From an optimization exercise on the open Yosys and OpenROAD flow, aimed at small area; shortcuts taken in it are not production practice. Function was checked by simulation only, so behaviour that the tests miss may differ from the original. Power is estimated from default activity; no workload was simulated.

===== flow/design.v =====
`timescale 1ns/1ns
package tage_pkg;
	localparam int ADDR_W = 32;
	localparam int GHR_W = 16;
	localparam int NUM_TAGGED = 2;
	localparam int NUM_PROV = 3;    
	localparam int BASE_IDX_W = 8;
	localparam int TBL_IDX_W = 6;
	localparam int TAG_W = 8;
	localparam int HIST_LEN_1 = 4;
	localparam int HIST_LEN_2 = 12;
	localparam int CTR_W = 3;
	localparam logic [CTR_W-1:0] CTR_WEAK_T = 3'd4;
	localparam logic [CTR_W-1:0] CTR_WEAK_NT = 3'd3;
	localparam int U_W = 2;
	localparam logic [1:0] BASE_CTR_INIT = 2'd2;    
	localparam int ENTRY_W = 1 + TAG_W + CTR_W + U_W;
	localparam int E_U_LSB = 0;
	localparam int E_CTR_LSB = U_W;
	localparam int E_TAG_LSB = U_W + CTR_W;
	localparam int E_VALID = U_W + CTR_W + TAG_W;
	localparam int LOOKUP_W = BASE_IDX_W + NUM_TAGGED * (TBL_IDX_W + TAG_W);
	localparam int L_TAG_LSB = 0;
	localparam int L_IDX_LSB = NUM_TAGGED * TAG_W;
	localparam int L_BASE_LSB = NUM_TAGGED * (TAG_W + TBL_IDX_W);
	localparam int REQ_W = ADDR_W + GHR_W;
	localparam int HREQ_W = LOOKUP_W + ADDR_W;
	localparam int META_W = 4;
	localparam int RESP_W = 1 + META_W + ADDR_W;
	localparam int FB_W = ADDR_W + GHR_W + 1 + META_W;
endpackage
`timescale 1ns/1ns
import tage_pkg::*;
module tage_index_hash (
	input  logic [7:0]  i_pc,     
	input  logic [7:0]  i_pct,    
	input  logic [11:0] i_ghr,
	output logic [5:0]  o_idx1,
	output logic [5:0]  o_idx2,
	output logic [7:0]  o_tag1,
	output logic [7:0]  o_tag2
);
	assign o_idx1 = i_pc[5:0] ^ {2'b00, i_ghr[3:0]};
	assign o_tag1 = i_pct ^ {4'b0000, i_ghr[3:0]};
	assign o_idx2 = i_pc[5:0] ^ i_ghr[5:0] ^ i_ghr[11:6];
	assign o_tag2 = i_pct ^ i_ghr[7:0] ^ {4'b0000, i_ghr[11:8]};
endmodule
`timescale 1ns/1ns
module tage_pipe_reg #(
	parameter int WIDTH = 1
) (
	input  logic             clk,
	input  logic             rst_n,
	input  logic [WIDTH-1:0] i_data,
	input  logic             i_valid,
	output logic             o_ready,
	output logic [WIDTH-1:0] o_data,
	output logic             o_valid,
	input  logic             i_ready
);
	assign o_ready = i_ready || !o_valid;
	always_ff @(posedge clk)
	begin
		if (!rst_n)
			o_valid <= 1'b0;
		else if (o_ready)
			o_valid <= i_valid;
	end
	always_ff @(posedge clk)
	begin
		if (o_ready)
			o_data <= i_data;
	end
endmodule
`timescale 1ns/1ns
module tage_base_table (
	input  logic         clk,
	input  logic         rst_n,
	input  logic [7:0]   i_rd_idx,
	output logic         o_rd_pred,
	input  logic [255:0] i_up_sel,     
	output logic [1:0]   o_up_ctr,
	input  logic         i_wr_en,
	input  logic [1:0]   i_wr_ctr
);
	logic [255:0] c0;
	logic [255:0] c1;
	logic [1:0]   wd;
	assign wd = rst_n ? i_wr_ctr : 2'd2;
	for (genvar i = 0; i < 256; i++)
	begin : g_e
		always_ff @(posedge clk)
		begin
			if (!rst_n || (i_wr_en && i_up_sel[i]))
			begin
				c0[i] <= wd[0];
				c1[i] <= wd[1];
			end
		end
	end
	assign o_up_ctr = {|(c1 & i_up_sel), |(c0 & i_up_sel)};
	logic [15:0] rd_lo;
	logic [15:0] col;
	always_comb
	begin
		for (int j = 0; j < 16; j++)
			rd_lo[j] = i_rd_idx[3:0] == 4'(j);
		for (int h = 0; h < 16; h++)
			col[h] = |(c1[h * 16 +: 16] & rd_lo);
	end
	assign o_rd_pred = col[i_rd_idx[7:4]];
endmodule
`timescale 1ns/1ns
import tage_pkg::*;
module tage_tagged_table (
	input  logic        clk,
	input  logic        rst_n,
	input  logic [5:0]  i_rd_idx,
	output logic        o_rd_valid,
	output logic [7:0]  o_rd_tag,
	output logic        o_rd_pred,
	input  logic [63:0] i_up_sel,      
	output logic        o_up_valid,
	output logic [2:0]  o_up_ctr,
	output logic [1:0]  o_up_u,
	input  logic        i_wr_en,       
	input  logic        i_wr_valid,
	input  logic [2:0]  i_wr_ctr,
	input  logic [1:0]  i_wr_u,
	input  logic        i_tag_en,
	input  logic [7:0]  i_wr_tag
);
	logic [63:0] v;
	logic [63:0] t [8];
	logic [63:0] c [3];
	logic [63:0] u [2];
	for (genvar i = 0; i < 64; i++)
	begin : g_e
		always_ff @(posedge clk)
		begin
			if (!rst_n || (i_wr_en && i_up_sel[i]))
			begin
				v[i] <= rst_n && i_wr_valid;
				c[0][i] <= i_wr_ctr[0];
				c[1][i] <= i_wr_ctr[1];
				c[2][i] <= i_wr_ctr[2];
				u[0][i] <= i_wr_u[0];
				u[1][i] <= i_wr_u[1];
			end
		end
		always_ff @(posedge clk)
		begin
			if (i_tag_en && i_up_sel[i])
			begin
				for (int b = 0; b < 8; b++)
					t[b][i] <= i_wr_tag[b];
			end
		end
	end
	logic [63:0] rd_sel;
	always_comb
	begin
		for (int j = 0; j < 64; j++)
			rd_sel[j] = i_rd_idx == 6'(j);
		o_rd_valid = |(v & rd_sel);
		for (int b = 0; b < 8; b++)
			o_rd_tag[b] = |(t[b] & rd_sel);
		o_rd_pred = |(c[2] & rd_sel);
		o_up_valid = |(v & i_up_sel);
		for (int b = 0; b < 3; b++)
			o_up_ctr[b] = |(c[b] & i_up_sel);
		for (int b = 0; b < 2; b++)
			o_up_u[b] = |(u[b] & i_up_sel);
	end
endmodule
`timescale 1ns/1ns
module tage_provider_select (
	input  logic       i_base_pred,
	input  logic [1:0] i_hit,
	input  logic [1:0] i_pred,        
	output logic [3:0] o_meta         
);
	logic prov_pred;
	logic alt_pred;
	assign prov_pred = i_hit[1] ? i_pred[1] : (i_hit[0] ? i_pred[0] : i_base_pred);
	assign alt_pred = (i_hit[1] && i_hit[0]) ? i_pred[0] : i_base_pred;
	assign o_meta = {i_hit[1], i_hit[0] && !i_hit[1], alt_pred, prov_pred};
endmodule
`timescale 1ns/1ns
import tage_pkg::*;
module tage_update_ctrl (
	input  logic       i_fb_valid,
	input  logic       i_outcome,
	input  logic [3:0] i_meta,         
	input  logic [1:0] i_base_ctr,
	input  logic [1:0] i_valid,        
	input  logic [5:0] i_ctr,          
	input  logic [3:0] i_u,            
	output logic       o_base_wr_en,
	output logic [1:0] o_base_ctr,
	output logic [1:0] o_wr_en,
	output logic [1:0] o_wr_valid,
	output logic [5:0] o_wr_ctr,
	output logic [3:0] o_wr_u,
	output logic [1:0] o_tag_en
);
	logic [1:0] prov;
	logic       alt_pred;
	logic       prov_pred;
	logic       mispred;
	logic       alloc_req;
	logic [1:0] cand;
	logic [1:0] is_prov;
	logic [1:0] free;
	logic [1:0] alloc;
	logic       age;
	assign prov = i_meta[3:2];
	assign alt_pred = i_meta[1];
	assign prov_pred = i_meta[0];
	assign mispred = prov_pred != i_outcome;
	assign alloc_req = mispred && !prov[1];
	assign o_base_wr_en = i_fb_valid && (prov == 2'd0);
	always_comb
	begin
		o_base_ctr = i_base_ctr;
		if (i_outcome && (i_base_ctr != 2'd3))
			o_base_ctr = i_base_ctr + 2'd1;
		else if (!i_outcome && (i_base_ctr != 2'd0))
			o_base_ctr = i_base_ctr - 2'd1;
	end
	assign cand[0] = prov == 2'd0;
	assign cand[1] = !prov[1];
	assign is_prov[0] = prov == 2'd1;
	assign is_prov[1] = prov == 2'd2;
	assign free[0] = !i_valid[0] || (i_u[1:0] == 2'd0);
	assign free[1] = !i_valid[1] || (i_u[3:2] == 2'd0);
	assign alloc[0] = alloc_req && cand[0] && free[0];
	assign alloc[1] = alloc_req && cand[1] && free[1] && !alloc[0];
	assign age = alloc_req && !free[1] && (prov[0] || !free[0]);
	always_comb
	begin
		for (int t = 0; t < 2; t++)
		begin
			logic [2:0] c;
			logic [1:0] u;
			c = i_ctr[t * 3 +: 3];
			u = i_u[t * 2 +: 2];
			o_wr_en[t] = i_fb_valid && (is_prov[t] || alloc[t] || (age && cand[t]));
			o_tag_en[t] = i_fb_valid && alloc[t];
			o_wr_valid[t] = alloc[t] || i_valid[t];
			o_wr_ctr[t * 3 +: 3] = c;
			o_wr_u[t * 2 +: 2] = u;
			if (alloc[t])
			begin
				o_wr_ctr[t * 3 +: 3] = i_outcome ? CTR_WEAK_T : CTR_WEAK_NT;
				o_wr_u[t * 2 +: 2] = 2'd0;
			end
			else if (is_prov[t])
			begin
				if (i_outcome && (c != 3'd7))
					o_wr_ctr[t * 3 +: 3] = c + 3'd1;
				else if (!i_outcome && (c != 3'd0))
					o_wr_ctr[t * 3 +: 3] = c - 3'd1;
				if (alt_pred != prov_pred)
				begin
					if (!mispred && (u != 2'd3))
						o_wr_u[t * 2 +: 2] = u + 2'd1;
					else if (mispred && (u != 2'd0))
						o_wr_u[t * 2 +: 2] = u - 2'd1;
				end
			end
			else
				o_wr_u[t * 2 +: 2] = u - 2'd1;    
		end
	end
endmodule
`timescale 1ns/1ns
import tage_pkg::*;
module tage_predictor (
	input  logic                       clk,
	input  logic                       rst_n,
	input  logic [tage_pkg::REQ_W-1:0]  i_req,
	input  logic                       i_req_valid,
	output logic                       o_req_ready,
	output logic [tage_pkg::RESP_W-1:0] o_resp,
	output logic                       o_resp_valid,
	input  logic                       i_resp_ready,
	input  logic [tage_pkg::FB_W-1:0]   i_fb,
	input  logic                       i_fb_valid
);
	logic [43:0] a_data;
	logic        a_valid;
	logic        b_ready;
	logic [35:0] b_data;
	tage_pipe_reg #(.WIDTH(44)) u_stage_a (
		.clk(clk),
		.rst_n(rst_n),
		.i_data({i_req[GHR_W +: ADDR_W], i_req[11:0]}),
		.i_valid(i_req_valid),
		.o_ready(o_req_ready),
		.o_data(a_data),
		.o_valid(a_valid),
		.i_ready(b_ready)
	);
	logic [31:0] a_pc;
	logic [11:0] a_ghr;
	logic [5:0]  r_idx1, r_idx2;
	logic [7:0]  r_tag1, r_tag2;
	assign a_pc = a_data[43:12];
	assign a_ghr = a_data[11:0];
	tage_index_hash u_req_hash (
		.i_pc(a_pc[9:2]),
		.i_pct(a_pc[15:8]),
		.i_ghr(a_ghr),
		.o_idx1(r_idx1),
		.o_idx2(r_idx2),
		.o_tag1(r_tag1),
		.o_tag2(r_tag2)
	);
	logic [31:0] f_pc;
	logic [5:0]  f_idx1, f_idx2;
	logic [7:0]  f_tag1, f_tag2;
	assign f_pc = i_fb[FB_W-1 -: ADDR_W];
	tage_index_hash u_fb_hash (
		.i_pc(f_pc[9:2]),
		.i_pct(f_pc[15:8]),
		.i_ghr(i_fb[META_W + 1 +: 12]),
		.o_idx1(f_idx1),
		.o_idx2(f_idx2),
		.o_tag1(f_tag1),
		.o_tag2(f_tag2)
	);
	logic [255:0] f_bsel;
	logic [63:0]  f_sel1, f_sel2;
	always_comb
	begin
		for (int j = 0; j < 256; j++)
			f_bsel[j] = f_pc[9:2] == 8'(j);
		for (int j = 0; j < 64; j++)
		begin
			f_sel1[j] = f_idx1 == 6'(j);
			f_sel2[j] = f_idx2 == 6'(j);
		end
	end
	logic       base_pred;
	logic [1:0] base_up_ctr;
	logic       base_wr_en;
	logic [1:0] base_wr_ctr;
	tage_base_table u_base (
		.clk(clk),
		.rst_n(rst_n),
		.i_rd_idx(a_pc[9:2]),
		.o_rd_pred(base_pred),
		.i_up_sel(f_bsel),
		.o_up_ctr(base_up_ctr),
		.i_wr_en(base_wr_en),
		.i_wr_ctr(base_wr_ctr)
	);
	logic [1:0] rd_valid;
	logic [7:0] rd_tag [2];
	logic [1:0] rd_pred;
	logic [1:0] up_valid;
	logic [5:0] up_ctr;
	logic [3:0] up_u;
	logic [1:0] wr_en;
	logic [1:0] wr_valid;
	logic [5:0] wr_ctr;
	logic [3:0] wr_u;
	logic [1:0] tag_en;
	tage_tagged_table u_tbl1 (
		.clk(clk),
		.rst_n(rst_n),
		.i_rd_idx(r_idx1),
		.o_rd_valid(rd_valid[0]),
		.o_rd_tag(rd_tag[0]),
		.o_rd_pred(rd_pred[0]),
		.i_up_sel(f_sel1),
		.o_up_valid(up_valid[0]),
		.o_up_ctr(up_ctr[2:0]),
		.o_up_u(up_u[1:0]),
		.i_wr_en(wr_en[0]),
		.i_wr_valid(wr_valid[0]),
		.i_wr_ctr(wr_ctr[2:0]),
		.i_wr_u(wr_u[1:0]),
		.i_tag_en(tag_en[0]),
		.i_wr_tag(f_tag1)
	);
	tage_tagged_table u_tbl2 (
		.clk(clk),
		.rst_n(rst_n),
		.i_rd_idx(r_idx2),
		.o_rd_valid(rd_valid[1]),
		.o_rd_tag(rd_tag[1]),
		.o_rd_pred(rd_pred[1]),
		.i_up_sel(f_sel2),
		.o_up_valid(up_valid[1]),
		.o_up_ctr(up_ctr[5:3]),
		.o_up_u(up_u[3:2]),
		.i_wr_en(wr_en[1]),
		.i_wr_valid(wr_valid[1]),
		.i_wr_ctr(wr_ctr[5:3]),
		.i_wr_u(wr_u[3:2]),
		.i_tag_en(tag_en[1]),
		.i_wr_tag(f_tag2)
	);
	logic [1:0] hit;
	logic [3:0] meta;
	assign hit[0] = rd_valid[0] && (rd_tag[0] == r_tag1);
	assign hit[1] = rd_valid[1] && (rd_tag[1] == r_tag2);
	tage_provider_select u_select (
		.i_base_pred(base_pred),
		.i_hit(hit),
		.i_pred(rd_pred),
		.o_meta(meta)
	);
	tage_pipe_reg #(.WIDTH(36)) u_stage_b (
		.clk(clk),
		.rst_n(rst_n),
		.i_data({meta, a_pc}),
		.i_valid(a_valid),
		.o_ready(b_ready),
		.o_data(b_data),
		.o_valid(o_resp_valid),
		.i_ready(i_resp_ready)
	);
	assign o_resp = {b_data[32], b_data};
	tage_update_ctrl u_update (
		.i_fb_valid(i_fb_valid),
		.i_outcome(i_fb[META_W]),
		.i_meta(i_fb[META_W-1:0]),
		.i_base_ctr(base_up_ctr),
		.i_valid(up_valid),
		.i_ctr(up_ctr),
		.i_u(up_u),
		.o_base_wr_en(base_wr_en),
		.o_base_ctr(base_wr_ctr),
		.o_wr_en(wr_en),
		.o_wr_valid(wr_valid),
		.o_wr_ctr(wr_ctr),
		.o_wr_u(wr_u),
		.o_tag_en(tag_en)
	);
endmodule

===== flow/run.sh =====
#!/bin/bash
# synth_recipe.tcl (not shown) runs the flow's synth.tcl, then flattens the netlist and writes it again
# the make line also repeats each setting of config.mk as NAME=value (left out here)
make -C /OpenROAD-flow-scripts/flow DESIGN_CONFIG=/design/flow/config.mk WORK_HOME=/design/flow/orfs CLKGATE_MAP_FILE= SYNTH_SCRIPT=/design/flow/synth_recipe.tcl finish

===== flow/config.mk =====
export PLATFORM = sky130hd
export DESIGN_NAME = tage_predictor
export DESIGN_NICKNAME = tage_predictor
export VERILOG_FILES = /design/flow/design.v
export SDC_FILE = /design/flow/constraint.sdc
export NUM_CORES = 4
export LEC_CHECK = 0
export CAP_MARGIN = 20
export CELL_PAD_IN_SITES_GLOBAL_PLACEMENT = 2
export CORE_MARGIN = 2
export CORE_UTILIZATION = 30
export PLACE_DENSITY = 0.5
export SLEW_MARGIN = 20

===== flow/constraint.sdc =====
create_clock -name core_clock -period 10.0 [get_ports {clk}]
set_input_delay 2.0000 -clock core_clock [delete_from_list [all_inputs] [get_ports {clk}]]
set_output_delay 2.0000 -clock core_clock [all_outputs]
set_load 0.01 [all_outputs]

==> impl_metrics.toml <==
[yosys]
yosys_warnings = 10
synth.top_cell.area_share_pct = 73.1
async_flop_share_pct = 0
synth_area_sq_mm = 0.0979
synth_edf_count = 2384
ys_types = 86
syn_avg_cell_area_sq_um = 14.7
synth.top_cells.by_area = "edfxtp_1 (73%), a22oi_1 (4.5%), o21ai_0 (2.2%)"
synth_fp_nets = 6796
syn_inst = 6676
yosys_register_bits = 2386
yosysSeqAreaShare_pct = 73.2
synth-main-ff-cell = "edfxtp_1"
synth_area_leader_cell = "edfxtp_1"

[final_layout]
fin_nets = 7460
multi_input_area_sq_mm = 0.0256
area_growth_pct = 21.0
regArea_sq_mm = 0.0716
fill_cells = 31063
drive_gt1_share_pct = 17.4

[timing]
period_needed_ps = 8240
rsz0062_at_grt = "no"
post-route-period-util_pct = 82.4
worst_slew_pin_slew_ps = 1510
setup_viol = 0
finalClockSkew_ps = 73.9
maxSlewViolCount = 13
hold_viol_final = 0
relSlewSlack_pct = -0.359
tns_ps = 0
hold_ws_ps = 417
fmax_ghz = 0.121
setup_slack_ps = 1760

[detailed_routing]
routed_wl_um = 542000
drt-vias-per-instance = 6.27
avgRoutedWirePerCell_um = 45.6
via_count = 74591
drt_first_pass_iters = 7
drtAntennaViolNets = 0
drt-initial-drc-count = 11977
drc_errors = 0

[cts]
clock_latency_ps = 950
cts_tree = "yes"
cts.sink_count = 2386
cts_root_buffer = "clkbuf_16"
cts_setup_buffers = 0
cts_inserted_buffers = 284
cts_buffer_depth = 4
clk_pin_slew_ps = 60
htree_num_levels = 5
hold_buffers = 0
cts_resized = 0

[global_routing]
grt_max_degree = 177
grt_pass1_wl_um = 704000
grt_usage_pct = 31.8
antenna_found_initial = 43
overflow = 0
grt_pass1_vias = 70452

[critical_path]
cp-start-kind = "primary input"
critical_path.endpoint_type = "flop"
path_max_fanout = 64
crit_required_ps = 10610
worstPathArrival_ps = 8850
crit_type = "primary input to flop"

[pwr]
clkPwrFrac_pct = 34.9
ir_worst_vdd_mv = 0.251
p_int_mw = 20.7
leakagePower_nw = 37.9
power.density_mw_per_mm2 = 251
seqPwrFrac_pct = 50.1
power.switching_mw = 9.06
switching_share_pct = 30.5
pwr-share-comb_pct = 15.0

[run_status]
failed_checks = "max-slew violations"
status = "complete, but fails checks"

[die]
initial_utilization_pct = 30.2
ioPinCount = 145
die_height_um = 575
die_x_um = 575
core_sq_mm = 0.325
rows = 209
dieArea_sq_mm = 0.331

[placed_design]
place_ws_ps = 768
port_buffers = 118
gp_congestion = 0.983
dp_hpwl_um = 371000

[job]
maxCapViolations = 0

[min_path]
hp-class = "flop to flop"
[power groups by stage]
stage	Sequential [mW]	Combinational, mW	Clock, mW
floorplan	14.6	1.86	0
global placement	15.0	4.33	0
detailed placement	15.0	4.37	0
CTS	14.8	4.38	10.5
global route	15.0	4.60	10.8
finish	14.9	4.45	10.4
[Yosys cell counts, types with 10 or more instances]
master,instances
mux2i_1,84
xor2_1,22
o2bb2ai_1,10
nand4_1,151
a32oi_1,120
clkbuf_1,324
o31ai_1,11
a31oi_1,30
xnor2_1,25
o22ai_1,79
a221oi_1,154
o21ai_0,437
mux2_2,20
and2_1,14
a32o_1,29
o2111ai_1,12
nor4_1,59
ha_1,14
buf_4,12
nor3_1,189
a22o_1,178
nor2b_1,18
and4_1,11
o211ai_1,31
and3_1,35
nor2_1,368
a211oi_1,14
a222oi_1,23
buf_1,43
or4_1,19
buf_2,60
a21oi_1,122
inv_1,23
a2111oi_0,26
nand2b_1,15
nand2_1,371
a22oi_1,586
edfxtp_1,2384
nand3_1,406
[cell type report]
cell class,instances,share of cell area [%]
Multi-Input combinational cell,3828,21.6
Inverter,23,0.0729
Tap cell,4325,4.57
Clock inverter,151,1.35
Clock buffer,355,6.30
Sequential cell,2386,60.5
Antenna cell,18,0.0380
Timing Repair Buffer,817,5.58
[stage by stage]
stage	instances	cell area, sq um	total power [mW]	utilization, %
after floorplan	6676	98000	16.4	-
after global placement	11374	109000	19.3	33.6
after detailed placement	11376	109000	19.4	33.7
after CTS	11882	118000	29.7	36.5
after global routing	11893	118000	30.4	36.5
final	11903	118000	29.7	36.5
[worst max-delay path, cell delays in order]
cell	delay, ps
clkdlybuf4s50_1	980
xor2_2	260
buf_4	300
nand2_1	540
nor2_1	370
a22o_1	420
a221oi_1	250
nand3_1	170
nor4_1	670
nand2_1	430
inv_1	230
ha_1	250
or2_1	150
a211oi_1	70
buf_4	160
o21ai_1	380
o311ai_0	310
a22oi_2	240
buf_4	560
[state kept, by name, summed over array words and instances (netlist names)]
signal,flops
u_base.c0,256
u_tbl1.c,192
u_tbl2.t,512
u_tbl2.c,192
u_stage_b.o_data,36
u_tbl1.t,512
u_tbl2.u,128
u_tbl1.u,128
u_stage_b.o_valid,1
u_tbl1.v,64
u_stage_a.o_data,44
u_base.c1,256
u_tbl2.v,64
u_stage_a.o_valid,1
[per-layer routing]
layer  global-route usage [%]  part of all wire (%)  up-vias  routed length (um)
met2                     48.5                    44     4853              240000
met4                     9.94                   3.6       12               19600
met1                     44.9                    42    40078              229000
met3                     7.11                   9.9      834               53900
li1                         -                     -    28814                   -
met5                    0.545                 0.060        -                 323
[logic make-up after synthesis]
family	Yosys count	share of synthesized area (%)
adder cells (fa/ha/maj)	14	0.179
buffers and inverters	462	1.89
XOR/XNOR	75	1.06
flip-flops	2386	73.2
AO/OA/AOI/OAI	1925	14.1
AND/OR/NAND/NOR	1704	8.42
multiplexers	110	1.20
[cell usage in the layout, fill, tap and decap left out, types with 16 or more instances in the layout]
master and instances:
nand3_1 406, xnor2_1 20, a221oi_1 154, nor2_4 19, buf_4 682, a2111oi_0 24, a22o_1 178, o21ai_0 429
inv_1 23, nor3_1 139, diode_2 18, clkinv_2 42, nor2_1 318, a22oi_1 584, nand4_1 151, mux2i_1 84
and3_1 33, mux2_2 20, o22ai_1 78, a222oi_1 23, o211ai_1 31, bufinv_16 19, xor2_4 16, a31oi_1 30
clkbuf_1 67, clkinv_1 50, a21oi_1 119, or4_1 18, nor2_2 33, nor4_1 51, nor3_2 45, clkdlybuf4s50_1 112
a32oi_1 120, nand2_1 366, a32o_1 29, nor2b_1 16, edfxtp_1 2384, clkbuf_16 288
[worst paths after layout]
kind	from	to	slack [ps]	cells past startpoint
setup reg to reg	u_stage_a.o_data[19]$_DFFE_PP_	u_stage_b.o_data[33]$_DFFE_PP_	2920	13
setup / recovery	i_fb[23]	u_tbl2.c[1][22]$_DFFE_PP_	1760	19
hold / removal	u_stage_a.o_data[30]$_DFFE_PP_	u_stage_b.o_data[18]$_DFFE_PP_	420	0
hold reg to reg	u_stage_a.o_data[30]$_DFFE_PP_	u_stage_b.o_data[18]$_DFFE_PP_	420	0

afterwards: timing with drivers on the ports:
No port has a modelled driver above. Below, the same layout with a new extraction and two added sets of constraints.
Step 1: set_driving_cell puts a clkbuf_16 on clk and a buf_2 on each other input, an assumption about the parent block.
Step 2 times the ports against the registers' clock, not the clock port: input delays grow and output delays shrink by t, the midpoint of the rising clock arrivals with the driver on.
Three values: ideal ports, drivers, drivers and shift; two values: the first two.
t, ns: 1.022
setup slack, ns: 1.757 / 1.759 / 0.737
hold slack, ns: 0.417 / 0.417 / 0.417
clock arrival spread, ns: 0.074 / 0.074
For this run, drivers alone change the setup slack by +0.002 ns; drivers and shift together by -1.020 ns.
